This is an optimization exercise on Yosys and OpenROAD, whose aim is small area, a short achievable clock period and few clock cycles per item, not a production implementation.

==> zinc <==
## joystick_to_arm_joint_rates
module joystick_to_arm_joint_rates (
  input  logic                             clk,
  input  logic                             rst_n,
  input  logic                             in_tvalid,
  output logic                             in_tready,
  input  logic [jaj_pkg::IN_DATA_W-1:0]    in_tdata,
  output logic                             out_tvalid,
  input  logic                             out_tready,
  output logic [jaj_pkg::OUT_DATA_W-1:0]   out_tdata,
  input  logic                             cfg_we,
  input  logic [jaj_pkg::CFG_ADDR_W-1:0]   cfg_addr,
  input  logic [jaj_pkg::CFG_DATA_W-1:0]   cfg_wdata
);
Settings: LEC_CHECK=0, ABC_AREA=1, CAP_MARGIN=20, CORE_MARGIN=2, CORE_UTILIZATION=40, SLEW_MARGIN=20; clock period 6.0 ns.
run.sh (not shown) runs the stock make flow with config.mk's settings and CLKGATE_MAP_FILE= SYNTH_SCRIPT=/design/flow/synth_recipe.tcl, a recipe that flattens the netlist after the stock synthesis.
==> raven (differences from zinc) <==
--- a/flow/config.mk
+++ b/flow/config.mk
@@ -7,3 +7,2 @@
 export LEC_CHECK = 0
-export ABC_AREA = 1
 export CAP_MARGIN = 20
==> comparison <==
Final area: zinc is smaller than raven (about 15%).
In zinc the via count is smaller than in raven, by about 16%.
raven reached the layout checks and failed them: negative setup slack. zinc passed the timing, design-rule and antenna checks.
Of zinc and raven, raven has the higher count of clock-buffer cells in the layout (gap 8).
Flip-flop and latch count is the same in raven and zinc.
Between raven and zinc, the lower sequential share of layout area is in raven (gap 2.9 points).
In raven the fmax is lower than in zinc, by 4.5%.
Against raven, the core utilization of zinc is lower by 3.9 points.
Between raven and zinc, the lower non-clock buffer count is in zinc (gap 959).
==> figures <==
item                                                                                          raven                     zinc
Worst-case hold path end point                                                            d_pay[65]                d_pay[24]
Mean instance size in the synthesized netlist                                              7.83 um2                 8.11 um2
Area Growth Syn to Fin                                                                        22.4%                    12.5%
Fraction of synthesized cell area taken by the top area cell type                             16.4%                    17.8%
Pin count of the biggest net entering global routing                                            128                      100
Insertion delay to the later sink of the worst-skew pair                                    0.74 ns                  0.73 ns
Data arrival time of the critical path                                                      6.48 ns                  6.23 ns
Portion of the clock cycle consumed by the worst path in the final layout                      101%                    96.0%
Floorplan die width                                                                          454 um                   435 um
Post-route worst setup slack                                                             -0.0327 ns                 0.240 ns
Compound-cell area share of the yosys netlist                                                 24.6%                    16.0%
Run status                                                                 finished with violations  complete, no violations
Violated checks                                                                negative setup slack                        -
WL/cell                                                                                     20.4 um                  19.9 um
Iteration-0 DRC Markers                                                                        7089                     5522
Wire length on met1                                                                       120000 um                101000 um
Yosys cell types                                                                                 97                       73
No functional check of the RTL was part of any run of this note.

---

==> v5: inputs <==
joystick_to_arm_joint_rates, a different RTL version from the one above (not shown whole).
clock: 6.0 ns
lec_check: 0
abc_area: 1
cap_margin: 20
core_margin: 2
core_utilization: 40
setup_slack_margin: 0.6
slew_margin: 20
==> inputs of v30, as changes to v5 <==
--- a/flow/design.v
+++ b/flow/design.v
@@ -76,61 +76,59 @@
   typedef enum logic [1:0] {CU_IDLE, CU_NORM, CU_DIV} cu_t;
   cu_t         cu_st;
   logic        cu_gt;      
   logic [3:0]  cu_k;       
   logic [15:0] cu_rn;      
   logic [17:0] cu_rf;      
   logic [16:0] cu_rem;
-  logic [17:0] cu_rn3;     
   logic [3:0]  cu_cnt;
   logic signed [16:0] wr_diff;
   assign wr_diff = (cfg_addr == 3'd2) ? 17'(signed'(cfg_wdata)) - 17'(thr_min_r)
                                       : 17'(thr_max_r) - 17'(signed'(cfg_wdata));
   always_ff @(posedge clk) begin
     if (!rst_n) begin
       cu_st   <= CU_IDLE;
       cu_gt   <= 1'b1;
       cu_k    <= 4'd0;
       cu_rn   <= 16'hffff;
       cu_rf   <= 18'd4;
       cu_rem  <= '0;
-      cu_rn3  <= '0;
       cu_cnt  <= '0;
     end else if (wr_thr) begin
       cu_gt   <= (wr_diff > 17'sd0);
       cu_st   <= (wr_diff > 17'sd0) ? CU_NORM : CU_IDLE;
       cu_rn   <= wr_diff[15:0];
       cu_k    <= 4'd0;
     end else begin
       case (cu_st)
         CU_NORM: begin
           if (cu_rn[15]) begin
             cu_rem <= 17'h10000 - 17'(cu_rn);
-            cu_rn3 <= 18'(cu_rn) + {1'b0, cu_rn, 1'b0};
             cu_cnt <= '0;
             cu_st  <= CU_DIV;
           end else if (cu_rn[15:8] == 8'd0) begin
             cu_rn <= cu_rn << 8; cu_k <= cu_k + 4'd8;
           end else if (cu_rn[15:12] == 4'd0) begin
             cu_rn <= cu_rn << 4; cu_k <= cu_k + 4'd4;
           end else begin
             cu_rn <= cu_rn << 1; cu_k <= cu_k + 4'd1;
           end
         end
         CU_DIV: begin
-          logic [18:0] w;
-          logic [19:0] t1, t2, t3;
-          w  = {cu_rem, 2'b00};
-          t1 = {1'b0, w} - {4'b0000, cu_rn};
-          t2 = {1'b0, w} - {3'b000, cu_rn, 1'b0};
-          t3 = {1'b0, w} - {2'b00, cu_rn3};
-          if (!t3[19])      begin cu_rem <= t3[16:0]; cu_rf <= {cu_rf[15:0], 2'd3}; end
-          else if (!t2[19]) begin cu_rem <= t2[16:0]; cu_rf <= {cu_rf[15:0], 2'd2}; end
-          else if (!t1[19]) begin cu_rem <= t1[16:0]; cu_rf <= {cu_rf[15:0], 2'd1}; end
-          else              begin cu_rem <= w[16:0];  cu_rf <= {cu_rf[15:0], 2'd0}; end
+          logic [16:0] r1, r2;
+          logic [17:0] t1, t2;
+          logic        b1, b2;
+          t1 = {cu_rem, 1'b0} - {2'b00, cu_rn};
+          b1 = !t1[17];
+          r1 = b1 ? t1[16:0] : {cu_rem[15:0], 1'b0};
+          t2 = {r1, 1'b0} - {2'b00, cu_rn};
+          b2 = !t2[17];
+          r2 = b2 ? t2[16:0] : {r1[15:0], 1'b0};
+          cu_rem <= r2;
+          cu_rf  <= {cu_rf[15:0], b1, b2};
           cu_cnt <= cu_cnt + 4'd1;
           if (cu_cnt == 4'd8) cu_st <= CU_IDLE;
         end
         default: ;
       endcase
     end
   end
==> inputs of v8, as changes to v5 <==
--- a/flow/design.v
+++ b/flow/design.v
@@ -76,61 +76,59 @@
   typedef enum logic [1:0] {CU_IDLE, CU_NORM, CU_DIV} cu_t;
   cu_t         cu_st;
   logic        cu_gt;      
   logic [3:0]  cu_k;       
   logic [15:0] cu_rn;      
   logic [17:0] cu_rf;      
   logic [16:0] cu_rem;
-  logic [17:0] cu_rn3;     
   logic [3:0]  cu_cnt;
   logic signed [16:0] wr_diff;
   assign wr_diff = (cfg_addr == 3'd2) ? 17'(signed'(cfg_wdata)) - 17'(thr_min_r)
                                       : 17'(thr_max_r) - 17'(signed'(cfg_wdata));
   always_ff @(posedge clk) begin
     if (!rst_n) begin
       cu_st   <= CU_IDLE;
       cu_gt   <= 1'b1;
       cu_k    <= 4'd0;
       cu_rn   <= 16'hffff;
       cu_rf   <= 18'd4;
       cu_rem  <= '0;
-      cu_rn3  <= '0;
       cu_cnt  <= '0;
     end else if (wr_thr) begin
       cu_gt   <= (wr_diff > 17'sd0);
       cu_st   <= (wr_diff > 17'sd0) ? CU_NORM : CU_IDLE;
       cu_rn   <= wr_diff[15:0];
       cu_k    <= 4'd0;
     end else begin
       case (cu_st)
         CU_NORM: begin
           if (cu_rn[15]) begin
             cu_rem <= 17'h10000 - 17'(cu_rn);
-            cu_rn3 <= 18'(cu_rn) + {1'b0, cu_rn, 1'b0};
             cu_cnt <= '0;
             cu_st  <= CU_DIV;
           end else if (cu_rn[15:8] == 8'd0) begin
             cu_rn <= cu_rn << 8; cu_k <= cu_k + 4'd8;
           end else if (cu_rn[15:12] == 4'd0) begin
             cu_rn <= cu_rn << 4; cu_k <= cu_k + 4'd4;
           end else begin
             cu_rn <= cu_rn << 1; cu_k <= cu_k + 4'd1;
           end
         end
         CU_DIV: begin
-          logic [18:0] w;
-          logic [19:0] t1, t2, t3;
-          w  = {cu_rem, 2'b00};
-          t1 = {1'b0, w} - {4'b0000, cu_rn};
-          t2 = {1'b0, w} - {3'b000, cu_rn, 1'b0};
-          t3 = {1'b0, w} - {2'b00, cu_rn3};
-          if (!t3[19])      begin cu_rem <= t3[16:0]; cu_rf <= {cu_rf[15:0], 2'd3}; end
-          else if (!t2[19]) begin cu_rem <= t2[16:0]; cu_rf <= {cu_rf[15:0], 2'd2}; end
-          else if (!t1[19]) begin cu_rem <= t1[16:0]; cu_rf <= {cu_rf[15:0], 2'd1}; end
-          else              begin cu_rem <= w[16:0];  cu_rf <= {cu_rf[15:0], 2'd0}; end
+          logic [16:0] r1, r2;
+          logic [17:0] t1, t2;
+          logic        b1, b2;
+          t1 = {cu_rem, 1'b0} - {2'b00, cu_rn};
+          b1 = !t1[17];
+          r1 = b1 ? t1[16:0] : {cu_rem[15:0], 1'b0};
+          t2 = {r1, 1'b0} - {2'b00, cu_rn};
+          b2 = !t2[17];
+          r2 = b2 ? t2[16:0] : {r1[15:0], 1'b0};
+          cu_rem <= r2;
+          cu_rf  <= {cu_rf[15:0], b1, b2};
           cu_cnt <= cu_cnt + 4'd1;
           if (cu_cnt == 4'd8) cu_st <= CU_IDLE;
         end
         default: ;
       endcase
     end
   end
Settings changed: SETUP_SLACK_MARGIN 0.6 to not set.
==> results.txt <==
Floorplan
From bottom edge to top edge, the die measures roughly 430 um.

Timing
Across all hold checks on the routed design, the worst slack comes to 0.3961 ns. For this run, the top clock speed supported by timing is 177.6 MHz.

Run status
The flow ran to the end and the layout has no timing, DRC or antenna violations.

Routing
In the detailed route, the total length drawn on met3 is ~12000 um.
(the above is from v8)
==> results.txt <==
Run status
The flow ran to the end and the layout has no timing, DRC or antenna violations.

Timing
The tightest hold path in the finished design has a slack of 0.4114 ns.

Routing
The sum of met3 wire segment lengths after detailed routing is 15510 um.
(the above is from v5)
==> results.txt <==
Run status
The flow ran to the end and the layout has no timing, DRC or antenna violations.

Floorplan
The die height is between 400 and 500 um.

Timing
The final worst hold slack is 0.3955 ns.
(the above is from v30)
Function was not checked in any run of this note: the RTL went through the layout flow alone.

-- static timing again, ports no longer ideal --
The flow's constraints put no driver on any port. The routed layouts listed below were extracted and timed again, unchanged, in two steps. Step 1 assumes that a clkbuf_16 drives the clock port and a buf_2 every other input. Step 2 also shifts input and output timing later by t, the mid clock arrival at the registers, as if the neighbouring blocks saw the same clock. Slacks: ideal / step 1 / step 2; pairs: ideal / step 1.
| run | shift t [ns] | setup WS [ns] | hold WS [ns] |
|---|---|---|---|
| zinc | 0.792 | 0.240 / 0.240 / 0.240 | 0.377 / 0.377 / 0.377 |
| raven | 0.797 | -0.033 / -0.033 / -0.033 | 0.392 / 0.392 / 0.392 |
| v5 | 0.810 | 0.708 / 0.708 / 0.708 | 0.411 / 0.411 / 0.411 |
| v30 | 0.772 | 0.723 / 0.723 / 0.723 | 0.396 / 0.396 / 0.396 |
| v8 | 0.766 | 0.371 / 0.371 / 0.371 | 0.396 / 0.396 / 0.396 |
